Context: an optimization exercise on an open-source flow, tuned for small area, a short achievable clock period and few clock cycles per item. The choices shown serve that exercise and are no tape-out recipe. Where RTL was checked, it was by simulation tests only, not by an equivalence proof against the original. The flow treats the clock pin as an ideal source. Dropping or thinning the clock tree relies on that and would not hold on a real chip. Power is estimated from default activity; no workload was simulated.

==> v37: inputs <==
==> flow/design.v <==
`timescale 1ns/100ps
package dma_pkg;
   localparam int ADDR_W = 16;
   localparam int LEN_W  = 12;
   localparam int DESC_W = 2 * ADDR_W + LEN_W;
   typedef enum logic [2:0] {
      RD_IDLE,
      RD_ADDR,
      RD_DATA,
      RD_WAIT_WR,
      RD_ERROR
   } rd_state_t;
   typedef enum logic [1:0] {
      WR_IDLE,
      WR_BUS,
      WR_DONE
   } wr_state_t;
   typedef enum logic {
      OWN_RD,
      OWN_WR
   } bus_owner_t;
endpackage
`timescale 1ns/100ps
`timescale 1ns/100ps
`timescale 1ns/100ps
`timescale 1ns/100ps
`timescale 1ns/100ps
import dma_pkg::*;
module dma_top
#(
   parameter int DATA_W = 32
)(
   input  logic              clk,
   input  logic              reset_n,
   input  logic              desc_push,
   input  logic [ADDR_W-1:0] desc_src,
   input  logic [ADDR_W-1:0] desc_dst,
   input  logic [LEN_W-1:0]  desc_len,
   output logic              desc_full,
   output logic              m_cyc,
   output logic              m_stb,
   output logic              m_we,
   output logic [ADDR_W-1:0] m_adr,
   output logic [DATA_W-1:0] m_dat_w,
   input  logic [DATA_W-1:0] m_dat_r,
   input  logic              m_ack,
   input  logic              m_err,
   output logic              busy,
   output logic              error,
   output logic [15:0]       descriptor_count,
   output logic [2:0]        rd_state
);
   logic              run;         
   logic              we;          
   logic              err;         
   logic              done;        
   logic              act;         
   logic              busy_q;      
   logic              full_q;      
   logic [ADDR_W-1:0] adr;         
   logic [ADDR_W-1:0] nxt;         
   logic [LEN_W-1:0]  left;        
   logic [DATA_W-1:0] data;        
   logic [15:0]       count;
   logic idle, accept, ack, fin, fail;
   logic run_n, err_n;
   assign idle   = !run && !err;
   assign accept = idle && desc_push;
   assign ack    = run && m_ack;
   assign fin    = ack && we && (left == LEN_W'(1));
   assign fail   = run && !we && m_err;
   assign run_n  = accept || (run && !fin && !fail);
   assign err_n  = err || fail;
   always_ff @(posedge clk) begin
      if (!reset_n) begin
         run    <= 1'b0;
         err    <= 1'b0;
         done   <= 1'b0;
         act    <= 1'b0;
         busy_q <= 1'b0;
         full_q <= 1'b0;
      end else begin
         run    <= run_n;
         err    <= err_n;
         done   <= fin;
         act    <= (run_n || fin) && !err_n;
         busy_q <= run_n || fin || err_n;
         full_q <= run_n || err_n;
      end
   end
   always_ff @(posedge clk) begin
      if (!reset_n) count <= '0;
      else          count <= count + {15'd0, done};
   end
   always_ff @(posedge clk) begin
      if (!run) begin
         we   <= 1'b0;
         adr  <= desc_src;
         nxt  <= desc_dst;
      end else if (ack) begin
         we  <= !we;
         adr <= nxt;
         nxt <= adr + 1'b1;
      end
   end
   always_ff @(posedge clk) begin
      if (!run) left <= desc_len;
      else      left <= left - {11'd0, ack && we};
   end
   always_ff @(posedge clk) begin
      if (!we) data <= m_dat_r;
   end
   assign desc_full        = full_q;
   assign busy             = busy_q;
   assign error            = err;
   assign rd_state         = {err, 1'b0, act};
   assign m_cyc            = run;
   assign m_stb            = run;
   assign m_we             = we;
   assign m_adr            = adr;
   assign m_dat_w          = data;
   assign descriptor_count = count;
endmodule
==> flow/flow/run.sh <==
#!/bin/bash
# The standard layout, with every port buffered by a plain buf_1 instead of the
# buffer cell buffer_ports picks by default.
set -euo pipefail
export BUFFER_PORTS_ARGS="-buffer_cell sky130_fd_sc_hd__buf_1"
bash standard.sh > standard.log 2>&1
==> flow/standard.sh <==
#!/bin/bash
# synth_recipe.tcl (not shown) runs the flow's synth.tcl, then flattens the netlist and writes it again
# the make line also repeats each setting of config.mk as NAME=value (left out here)
make -C /OpenROAD-flow-scripts/flow DESIGN_CONFIG=/design/flow/config.mk WORK_HOME=/design/flow/orfs CLKGATE_MAP_FILE= SYNTH_SCRIPT=/design/flow/synth_recipe.tcl "${@:-finish}"
==> flow/config.mk <==
export PLATFORM = sky130hd
export DESIGN_NAME = dma_top
export DESIGN_NICKNAME = dma_top
export VERILOG_FILES = /design/flow/design.v
export SDC_FILE = /design/flow/constraint.sdc
export NUM_CORES = 4
export LEC_CHECK = 0
export CAP_MARGIN = 20
export CORE_MARGIN = 2
export CORE_UTILIZATION = 40
export SETUP_SLACK_MARGIN = 3.8
export SLEW_MARGIN = 20
==> flow/constraint.sdc <==
create_clock -name core_clock -period 6.0 [get_ports {clk}]
set_input_delay 1.2000 -clock core_clock [delete_from_list [all_inputs] [get_ports {clk}]]
set_output_delay 1.2000 -clock core_clock [all_outputs]
set_load 0.01 [all_outputs]
==> v2 (differences from v37) <==
==> flow/design.v, changed modules only <==
module dma_top
#(
   parameter int DATA_W = 32
)(
   input  logic              clk,
   input  logic              reset_n,
   input  logic              desc_push,
   input  logic [ADDR_W-1:0] desc_src,
   input  logic [ADDR_W-1:0] desc_dst,
   input  logic [LEN_W-1:0]  desc_len,
   output logic              desc_full,
   output logic              m_cyc,
   output logic              m_stb,
   output logic              m_we,
   output logic [ADDR_W-1:0] m_adr,
   output logic [DATA_W-1:0] m_dat_w,
   input  logic [DATA_W-1:0] m_dat_r,
   input  logic              m_ack,
   input  logic              m_err,
   output logic              busy,
   output logic              error,
   output logic [15:0]       descriptor_count,
   output logic [2:0]        rd_state
);
   logic              run;         
   logic              we;          
   logic              err;         
   logic              busy_q;      
   logic [ADDR_W-1:0] adr;         
   logic [ADDR_W-1:0] nxt;         
   logic [LEN_W-1:0]  left;        
   logic [DATA_W-1:0] data;        
   logic [15:0]       count;
   logic idle, accept, ack, last;
   assign idle   = !run && !err;
   assign accept = idle && desc_push;
   assign ack    = run && m_ack;
   assign last   = (left == LEN_W'(1));
   always_ff @(posedge clk) begin
      if (!reset_n) begin
         run    <= 1'b0;
         err    <= 1'b0;
         busy_q <= 1'b0;
         count  <= '0;
      end else begin
         if (accept) begin
            run    <= 1'b1;
            busy_q <= 1'b1;
         end
         if (run && !we && m_err) begin
            run <= 1'b0;
            err <= 1'b1;
         end
         if (ack && we && last) begin
            run    <= 1'b0;
            busy_q <= 1'b0;
            count  <= count + 1'b1;
         end
      end
   end
   always_ff @(posedge clk) begin
      if (idle) begin
         we   <= 1'b0;
         adr  <= desc_src;
         nxt  <= desc_dst;
         left <= desc_len;
      end else if (ack) begin
         we  <= !we;
         adr <= nxt;
         nxt <= adr + 1'b1;
         if (we) left <= left - 1'b1;
      end
   end
   always_ff @(posedge clk) begin
      if (!we) data <= m_dat_r;
   end
   assign desc_full        = busy_q;
   assign busy             = busy_q;
   assign error            = err;
   assign rd_state         = {err, 1'b0, run};
   assign m_cyc            = run;
   assign m_stb            = run;
   assign m_we             = we;
   assign m_adr            = adr;
   assign m_dat_w          = data;
   assign descriptor_count = count;
endmodule
==> flow/run.sh (new file) <==
#!/bin/bash
# synth_recipe.tcl (not shown) runs the flow's synth.tcl, then flattens the netlist and writes it again
# the make line also repeats each setting of config.mk as NAME=value (left out here)
make -C /OpenROAD-flow-scripts/flow DESIGN_CONFIG=/design/flow/config.mk WORK_HOME=/design/flow/orfs CLKGATE_MAP_FILE= SYNTH_SCRIPT=/design/flow/synth_recipe.tcl finish
--- a/flow/config.mk
+++ b/flow/config.mk
@@ -7,6 +7,6 @@
 export LEC_CHECK = 0
 export CAP_MARGIN = 20
 export CORE_MARGIN = 2
-export CORE_UTILIZATION = 40
+export CORE_UTILIZATION = 70
 export SETUP_SLACK_MARGIN = 3.8
 export SLEW_MARGIN = 20
removed: flow/flow/run.sh
removed: flow/standard.sh
==> v25 (differences from v37) <==
==> flow/design.v, changed modules only <==
module dma_top
#(
   parameter int DATA_W = 32
)(
   input  logic              clk,
   input  logic              reset_n,
   input  logic              desc_push,
   input  logic [ADDR_W-1:0] desc_src,
   input  logic [ADDR_W-1:0] desc_dst,
   input  logic [LEN_W-1:0]  desc_len,
   output logic              desc_full,
   output logic              m_cyc,
   output logic              m_stb,
   output logic              m_we,
   output logic [ADDR_W-1:0] m_adr,
   output logic [DATA_W-1:0] m_dat_w,
   input  logic [DATA_W-1:0] m_dat_r,
   input  logic              m_ack,
   input  logic              m_err,
   output logic              busy,
   output logic              error,
   output logic [15:0]       descriptor_count,
   output logic [2:0]        rd_state
);
   logic              run;         
   logic              we;          
   logic              err;         
   logic              wack;        
   logic              act;         
   logic              busy_q;      
   logic              full_q;      
   logic [ADDR_W-1:0] adr;         
   logic [ADDR_W-1:0] nxt;         
   logic [LEN_W-1:0]  left;        
   logic [DATA_W-1:0] data;        
   logic [15:0]       count;
   logic accept, last, fin, fail;
   assign accept = !run && !err && desc_push;
   assign last   = (left == LEN_W'(1));
   assign fin    = m_ack && run && we && last;
   assign fail   = m_err && run && !we;
   always_ff @(posedge clk) begin
      if (!reset_n) begin
         run    <= 1'b0;
         err    <= 1'b0;
         wack   <= 1'b0;
         act    <= 1'b0;
         busy_q <= 1'b0;
         full_q <= 1'b0;
      end else begin
         run    <= accept || (run && !fin && !fail);
         err    <= err || fail;
         wack   <= m_ack && run && we;
         act    <= accept || (run && !fail);
         busy_q <= accept || run || err;
         full_q <= accept || err || (run && !fin);
      end
   end
   always_ff @(posedge clk) begin
      if (!reset_n) count <= '0;
      else          count <= count + {15'd0, wack && last};
   end
   always_ff @(posedge clk) begin
      if (!run) begin
         we  <= 1'b0;
         adr <= desc_src;
         nxt <= desc_dst;
      end else if (m_ack) begin
         we  <= !we;
         adr <= nxt;
         nxt <= adr + 1'b1;
      end
   end
   always_ff @(posedge clk) begin
      if (!run) left <= desc_len;
      else      left <= left - {11'd0, wack};
   end
   always_ff @(posedge clk) begin
      if (!we) data <= m_dat_r;
   end
   assign desc_full        = full_q;
   assign busy             = busy_q;
   assign error            = err;
   assign rd_state         = {err, 1'b0, act};
   assign m_cyc            = run;
   assign m_stb            = run;
   assign m_we             = we;
   assign m_adr            = adr;
   assign m_dat_w          = data;
   assign descriptor_count = count;
endmodule
==> flow/flow/run.sh (replaced) <==
#!/bin/bash
# The standard layout with two changes:
#  - every port is buffered by a plain buf_1 instead of the buffer cell
#    buffer_ports picks by default;
#  - the clock tree is one level: the clock port drives four clkbuf_16, each
#    driving the flip-flops of one placement cluster (flow/cts.tcl, which
#    otherwise follows ORFS's cts.tcl).
# Each step's output goes to a log file of its own in this folder.
set -euo pipefail
here=$(pwd)
export BUFFER_PORTS_ARGS="-buffer_cell sky130_fd_sc_hd__buf_1"
bash standard.sh synth floorplan place > standard_place.log 2>&1
RUN_SCRIPT=$here/flow/cts.tcl RUN_LOG_NAME_STEM=4_1_cts bash standard.sh run > cts.log 2>&1
bash standard.sh > standard_finish.log 2>&1
==> flow/flow/cts.tcl (new file) <==
# ORFS's cts.tcl with clock_tree_synthesis replaced by a one-level tree:
# the clock port drives NBUF clkbuf_16 buffers, each placed at the centre of
# a k-means cluster of flip-flop clock pins and driving that cluster.
utl::set_metrics_stage "cts__{}"
source $::env(SCRIPTS_DIR)/load.tcl
erase_non_stage_variables cts
load_design 3_place.odb 3_place.sdc

set nbuf 4
set bufcell sky130_fd_sc_hd__clkbuf_16

set_dont_use $::env(DONT_USE_CELLS)

set block [ord::get_db_block]
set clk_net [$block findNet [get_name [get_ports clk]]]
set sinks [$clk_net getITerms]
set pts {}
foreach it $sinks {
  set bb [[$it getInst] getBBox]
  lappend pts [list [expr {([$bb xMin] + [$bb xMax]) / 2.0}] [expr {([$bb yMin] + [$bb yMax]) / 2.0}]]
}
set n [llength $pts]
set cx 0.0
set cy 0.0
foreach p $pts {
  set cx [expr {$cx + [lindex $p 0]}]
  set cy [expr {$cy + [lindex $p 1]}]
}
set cx [expr {$cx / $n}]
set cy [expr {$cy / $n}]
set cents {}
for {set k 0} {$k < $nbuf} {incr k} {
  set a [expr {2 * 3.14159265 * $k / $nbuf + 0.3}]
  lappend cents [list [expr {$cx + 20000 * cos($a)}] [expr {$cy + 20000 * sin($a)}]]
}
for {set iter 0} {$iter < 30} {incr iter} {
  set asg {}
  foreach p $pts {
    set best 0
    set bd 1e30
    for {set k 0} {$k < $nbuf} {incr k} {
      set c [lindex $cents $k]
      set d [expr {abs([lindex $p 0] - [lindex $c 0]) + abs([lindex $p 1] - [lindex $c 1])}]
      if {$d < $bd} {
        set bd $d
        set best $k
      }
    }
    lappend asg $best
  }
  set nc {}
  for {set k 0} {$k < $nbuf} {incr k} {
    set sx 0.0
    set sy 0.0
    set m 0
    foreach p $pts a $asg {
      if {$a == $k} {
        set sx [expr {$sx + [lindex $p 0]}]
        set sy [expr {$sy + [lindex $p 1]}]
        incr m
      }
    }
    if {$m > 0} {
      lappend nc [list [expr {$sx / $m}] [expr {$sy / $m}]]
    } else {
      lappend nc [lindex $cents $k]
    }
  }
  set cents $nc
}
set master [[ord::get_db] findMaster $bufcell]
for {set k 0} {$k < $nbuf} {incr k} {
  set inst [odb::dbInst_create $block $master "clkbuf_top_$k"]
  set net [odb::dbNet_create $block "clknet_top_$k"]
  $net setSigType CLOCK
  [$inst findITerm A] connect $clk_net
  [$inst findITerm X] connect $net
  set c [lindex $cents $k]
  $inst setLocation [expr {int([lindex $c 0])}] [expr {int([lindex $c 1])}]
  $inst setPlacementStatus PLACED
  set cnt 0
  foreach it $sinks a $asg {
    if {$a == $k} {
      $it disconnect
      $it connect $net
      incr cnt
    }
  }
  puts "clock buffer $k: $cnt sinks"
}
global_connect

utl::push_metrics_stage "cts__{}__pre_repair_timing"
log_cmd estimate_parasitics -placement
utl::pop_metrics_stage

set_placement_padding -global \
  -left $::env(CELL_PAD_IN_SITES_DETAIL_PLACEMENT) \
  -right $::env(CELL_PAD_IN_SITES_DETAIL_PLACEMENT)

detailed_placement
set_propagated_clock [all_clocks]
log_cmd estimate_parasitics -placement
report_clock_skew
report_clock_latency

if { !$::env(SKIP_CTS_REPAIR_TIMING) } {
  repair_timing_helper
  detailed_placement
  check_placement -verbose
}

report_metrics 4 "cts final"

orfs_write_db $::env(RESULTS_DIR)/4_1_cts.odb
orfs_write_sdc $::env(RESULTS_DIR)/4_cts.sdc
==> run notes <==
|  | v25 | v37 | v2 |
|---|---|---|---|
| Via count of the first global-routing pass | 2610 | 2971 | - |
| Slack of the critical path | 3890 ps | 3630 ps | - |
| Combined area of all synthesized cells | 4200 um^2 | 4130 um^2 | 4240 um^2 |
| P_seq | 0.000842 W | 0.000825 W | - |
| Placed insts | 612 | 607 | - |
| Hold Path Depth | 2 | 2 | - |
| Crit path max fanout | 7 | 4 | - |
| Post-placement worst setup slack | 3510 ps | 3070 ps | - |
| Wire length after detailed routing | 8.49 mm | 8.89 mm | - |
| CP Buf/Inv Count | 1 | 1 | - |
| Endpoint kind of the worst setup timing path | primary output | flip-flop | - |
| R2R cell count | 8 | 8 | - |
| Worst Setup SP | adr[2] | m_ack | - |
| Status | timing/DRC/antenna clean | timing/DRC/antenna clean | aborted with a tool error |
| Stage where the flow stopped | - | - | 3_3_place_gp |
| Leakage power | 1.83 nW | 1.85 nW | - |
| Power density of the placed cells | 252 nW/um^2 | 273 nW/um^2 | - |
| Critical path's slowest cell | sky130_fd_sc_hd__edfxtp_1 | sky130_fd_sc_hd__or4b_4 | - |
| Area of the multi-input gates | 1590 um^2 | 1420 um^2 | - |
| CP endpoint | m_adr[2] | left[10] | - |
| Met2 capacity usage during global routing | 0.229 | 0.276 | - |
| Logic gate share of total power | 0.128 | 0.150 | - |
| Signal arrival time at the worst endpoint | 910 ps | 2620 ps | - |
| Top routing layer in use | met4 | met4 | - |
| Endpoint, Worst Hold | count[15] | left[4] | - |
Testbench counts of v2, summed over its fixed seeds: cycles 134,319, words 23,295.
The RTL of v37 and v25 was laid out without a check of its function. The clock cells of v25 come from the design's own scripts or RTL, not from TritonCTS.

==> separate check: timing with driven ports <==
The flow's constraints put no driver on any port. The routed layouts listed below were extracted and timed again, unchanged, in two steps. Step 1, drivers: a clkbuf_16 drives clk and a buf_2 each remaining input, both assumed. Step 2 adds t to the input delays and takes it off the output delays; t is the mean of the earliest and latest rising clock arrival at the registers after step 1. Input paths then give back, and output paths get back, about the clock's delay inside the block. Three values: ideal ports, drivers, drivers and shift; two values: the first two.
run	t (ns)	setup slack, ns	worst setup path at the end	clock arrival spread, ns	slew at the worst register clock pin (ns)
v37	0.376	3.627 / 3.614 / 3.239	input to register	0.017 / 0.017	0.10 / 0.10
v25	0.235	3.893 / 3.813 / 3.781	input to register	0.012 / 0.012	0.10 / 0.10
After both steps setup and hold are still met in every run listed. For v37, which loses most, drivers alone change the setup slack by -0.013 ns; drivers and shift together by -0.388 ns.
